Source: an optimization exercise on an open RTL-to-GDS flow (aim: small area). Production flows keep margins and buffers that such runs may drop.
Only simulation tests tie the RTL to the original design; equivalence was not proved.
Power figures rest on the tool's default switching activity, not on a simulated workload.

oak:
## hls_status_monitor_top
module hls_status_monitor_top (
    input  logic        clock,
    input  logic        reset,
    input  logic        finish,
    input  logic        clear,
    input  logic [9:0]  ap_start,
    input  logic [9:0]  ap_ready,
    input  logic [9:0]  ap_done,
    input  logic [9:0]  ap_continue,
    input  logic        rd_en,
    input  logic [3:0]  rd_ch,
    input  logic [2:0]  rd_sel,
    output logic        rd_valid,
    output logic [15:0] rd_data,
    output logic        active,
    output logic [9:0]  ovf
);
    hls_module_status_monitor #(
        .N_CH(10), .CNT_W(16), .CONT_EN(10'b1011011011)
    ) u_mon (
        .clock(clock), .reset(reset), .finish(finish), .clear(clear),
        .ap_start(ap_start), .ap_ready(ap_ready), .ap_done(ap_done), .ap_continue(ap_continue),
        .rd_en(rd_en), .rd_ch(rd_ch), .rd_sel(rd_sel),
        .rd_valid(rd_valid), .rd_data(rd_data), .active(active), .ovf(ovf)
    );
endmodule
clock: 6.0 ns
lec_check: 0
cap_margin: 20
core_margin: 2
core_utilization: 65
cts_cluster_diameter: 90
cts_cluster_size: 25
gpl_timing_driven: 0
setup_slack_margin: 0.3
slew_margin: 20
synth_hierarchical: 1
synth_minimum_keep_size: 0
run.sh (not shown) runs the stock make flow with config.mk's settings and CLKGATE_MAP_FILE= SYNTH_SCRIPT=/design/flow/synth_recipe.tcl, a recipe that flattens the netlist after the stock synthesis.
Input-level comparison between pine and oak:
- clearing CTS_CLUSTER_DIAMETER, which used to be 90
- clearing CTS_CLUSTER_SIZE, which used to be 25
==> flow/flow/run.sh (new file) <==
#!/bin/bash
set -o pipefail
bash standard.sh \
  "CTS_ARGS=-sink_clustering_enable -repair_clock_nets -dont_use_dummy_load -sink_clustering_size 25 -sink_clustering_max_diameter 90" \
  "BUFFER_PORTS_ARGS=-buffer_cell sky130_fd_sc_hd__buf_2" \
  finish > flow_make.log 2>&1
==> flow/standard.sh (new file) <==
#!/bin/bash
# synth_recipe.tcl (not shown) runs the flow's synth.tcl, then flattens the netlist and writes it again
# the make line also repeats each setting of config.mk as NAME=value (left out here)
make -C /OpenROAD-flow-scripts/flow DESIGN_CONFIG=/design/flow/config.mk WORK_HOME=/design/flow/orfs CLKGATE_MAP_FILE= SYNTH_SCRIPT=/design/flow/synth_recipe.tcl "${@:-finish}"
removed: flow/run.sh
Results
- Cmp oak and pine / number of violations reported at the end of detailed-routing iteration 0 / higher: pine
- The higher routed length on met2 of oak and pine is in pine.
- Of the two values seen for worst hold-check path type, reg2reg was produced by oak and in2async by pine.
- The fraction of area in registers number comes out higher for pine vs oak.
- Amount of wire on met3 after detailed routing went up slightly going from oak to pine.
- pine ended up with a lower non-clock buffer count than oak did.
- Routed wire length grows slightly when moving from oak to pine.
- Per the comparison of pine with oak, logic depth of the worst setup path including buffers shows a reduction of 5, total power has decreased.
- Minimum setup slack after placement: pine vs oak up 0.32 ns

* * *

the baseline:
hls_status_monitor_top, a different RTL version from the one above (not shown whole).
Size in the first run: roughly 5300 cells after synthesis, roughly 980 flip-flops, ~80 I/O pins, ~0.050 mm2 of cells after synthesis.
clock: 6.0 ns
lec_check: 0
cap_margin: 20
core_margin: 2
core_utilization: 55
cts_cluster_diameter: 100
cts_cluster_size: 30
gpl_timing_driven: 0
slew_margin: 20
synth_hierarchical: 1
synth_minimum_keep_size: 0
Stock flow here: none of the scripts above is used.
What the final checks of the baseline revealed, after a flow that finished every stage, was a layout that fails on negative setup slack.
diff inputs: the baseline => the candidate
==> flow/flow/run.sh (new file) <==
#!/bin/bash
set -o pipefail
bash standard.sh \
  "CTS_ARGS=-sink_clustering_enable -repair_clock_nets -dont_use_dummy_load -sink_clustering_size 25 -sink_clustering_max_diameter 90" \
  "BUFFER_PORTS_ARGS=-buffer_cell sky130_fd_sc_hd__buf_2" \
  finish > flow_make.log 2>&1
==> flow/standard.sh (new file) <==
#!/bin/bash
# synth_recipe.tcl (not shown) runs the flow's synth.tcl, then flattens the netlist and writes it again
# the make line also repeats each setting of config.mk as NAME=value (left out here)
make -C /OpenROAD-flow-scripts/flow DESIGN_CONFIG=/design/flow/config.mk WORK_HOME=/design/flow/orfs CLKGATE_MAP_FILE= SYNTH_SCRIPT=/design/flow/synth_recipe.tcl "${@:-finish}"
diff --git a/flow/config.mk b/flow/config.mk
--- a/flow/config.mk
+++ b/flow/config.mk
@@ -10,5 +10,4 @@
 export CORE_UTILIZATION = 55
-export CTS_CLUSTER_DIAMETER = 100
-export CTS_CLUSTER_SIZE = 30
 export GPL_TIMING_DRIVEN = 0
+export SETUP_SLACK_MARGIN = 0.3
 export SLEW_MARGIN = 20
removed: flow/run.sh
Results
In summary, the candidate completed successfully, with a layout that passed the timing, DRC and antenna checks.
Reported for the baseline and the candidate, hold buffer count at cts turned out identical to the last digit.
Comparing the baseline and the candidate, met1 routing resource usage after global routing is higher on the candidate.
On via count, the baseline and the candidate are neck and neck.
The candidate against the baseline: depth of the critical timing path with buffers and inverters included decreased 1; met3 wirelength from detailed routing decreased about 4%.
Worst hold slack in the candidate is 0.12 ns above the baseline.
Delta (the candidate minus the baseline): placer's final routability congestion estimate saw an increase; overall routed net length flat; setup slack after layout went up.

* * *

hls_status_monitor_top again, from the RTL that the note above started with.
==> flow/design.v (excerpt) <==
module hls_status_monitor_top (
    input  logic        clock,
    input  logic        reset,
    input  logic        finish,
    input  logic        clear,
    input  logic [9:0]  ap_start,
    input  logic [9:0]  ap_ready,
    input  logic [9:0]  ap_done,
    input  logic [9:0]  ap_continue,
    input  logic        rd_en,
    input  logic [3:0]  rd_ch,
    input  logic [2:0]  rd_sel,
    output logic        rd_valid,
    output logic [15:0] rd_data,
    output logic        active,
    output logic [9:0]  ovf
);
    hls_module_status_monitor #(
        .N_CH(10), .CNT_W(16), .CONT_EN(10'b1011011011)
    ) u_mon (
        .clock(clock), .reset(reset), .finish(finish), .clear(clear),
        .ap_start(ap_start), .ap_ready(ap_ready), .ap_done(ap_done), .ap_continue(ap_continue),
        .rd_en(rd_en), .rd_ch(rd_ch), .rd_sel(rd_sel),
        .rd_valid(rd_valid), .rd_data(rd_data), .active(active), .ovf(ovf)
    );
endmodule
clock: 6.0 ns
lec_check: 0
cap_margin: 20
core_margin: 2
core_utilization: 55
gpl_timing_driven: 0
setup_slack_margin: 0.3
slew_margin: 20
synth_hierarchical: 1
synth_minimum_keep_size: 0
standard.sh (not shown) runs the stock make flow with config.mk's settings and CLKGATE_MAP_FILE= SYNTH_SCRIPT=/design/flow/synth_recipe.tcl, a recipe that flattens the netlist after the stock synthesis.
==> flow/flow/run.sh <==
#!/bin/bash
set -o pipefail
bash standard.sh \
  "CTS_ARGS=-sink_clustering_enable -repair_clock_nets -dont_use_dummy_load -sink_clustering_size 25 -sink_clustering_max_diameter 90" \
  "BUFFER_PORTS_ARGS=-buffer_cell sky130_fd_sc_hd__buf_2" \
  "RECOVER_POWER=50" \
  finish > flow_make.log 2>&1
The baseline reached the layout checks and failed them: capacitance limit, slew limit.
Next try:
==> flow/run.sh (new file) <==
#!/bin/bash
# synth_recipe.tcl (not shown) runs the flow's synth.tcl, then flattens the netlist and writes it again
# the make line also repeats each setting of config.mk as NAME=value (left out here)
make -C /OpenROAD-flow-scripts/flow DESIGN_CONFIG=/design/flow/config.mk WORK_HOME=/design/flow/orfs CLKGATE_MAP_FILE= SYNTH_SCRIPT=/design/flow/synth_recipe.tcl finish
--- a/flow/config.mk
+++ b/flow/config.mk
@@ -9,3 +9,5 @@
 export CORE_MARGIN = 2
-export CORE_UTILIZATION = 55
+export CORE_UTILIZATION = 65
+export CTS_CLUSTER_DIAMETER = 90
+export CTS_CLUSTER_SIZE = 25
 export GPL_TIMING_DRIVEN = 0
removed: flow/flow/run.sh
removed: flow/standard.sh
After rerunning:
- With this change the flow completed with no timing, DRC or antenna violations
- maximum frequency drops by 0.32%
- global-route usage climbs by 4.9 points
- wire length drops by 3.5%
- area after synthesis does not change

-- re-timing with driven ports --
The results above use ideal ports. As a check the final layouts listed here were re-extracted and re-timed, cells and wires unchanged.
Step 1, drivers: a clkbuf_16 drives clock and a buf_2 each remaining input, both assumed.
Step 2 also shifts input and output timing later by t, the mid clock arrival at the registers, as if the neighbouring blocks saw the same clock.
a / b / c = ideal / step 1 / step 2; a / b = the first two.
| run | t (ns) | setup WS [ns] | worst data-port slew with drivers (ns) |
|---|---|---|---|
| oak | 0.710 | 0.190 / 0.232 / -0.478 | 0.14 |
| pine | 0.701 | 0.081 / 0.117 / -0.584 | 0.14 |
| the baseline | 0.720 | -0.113 / -0.069 / -0.789 | 0.10 |
| the candidate | 0.707 | 0.252 / 0.201 / -0.506 | 0.13 |
| the first run of note 3 | 0.705 | 0.214 / 0.156 / -0.549 | 0.13 |
| the second run of note 3 | 0.708 | 0.196 / 0.214 / -0.494 | 0.12 |
For the first run of note 3, which loses most, drivers alone change the setup slack by -0.058 ns; drivers and shift together by -0.763 ns.
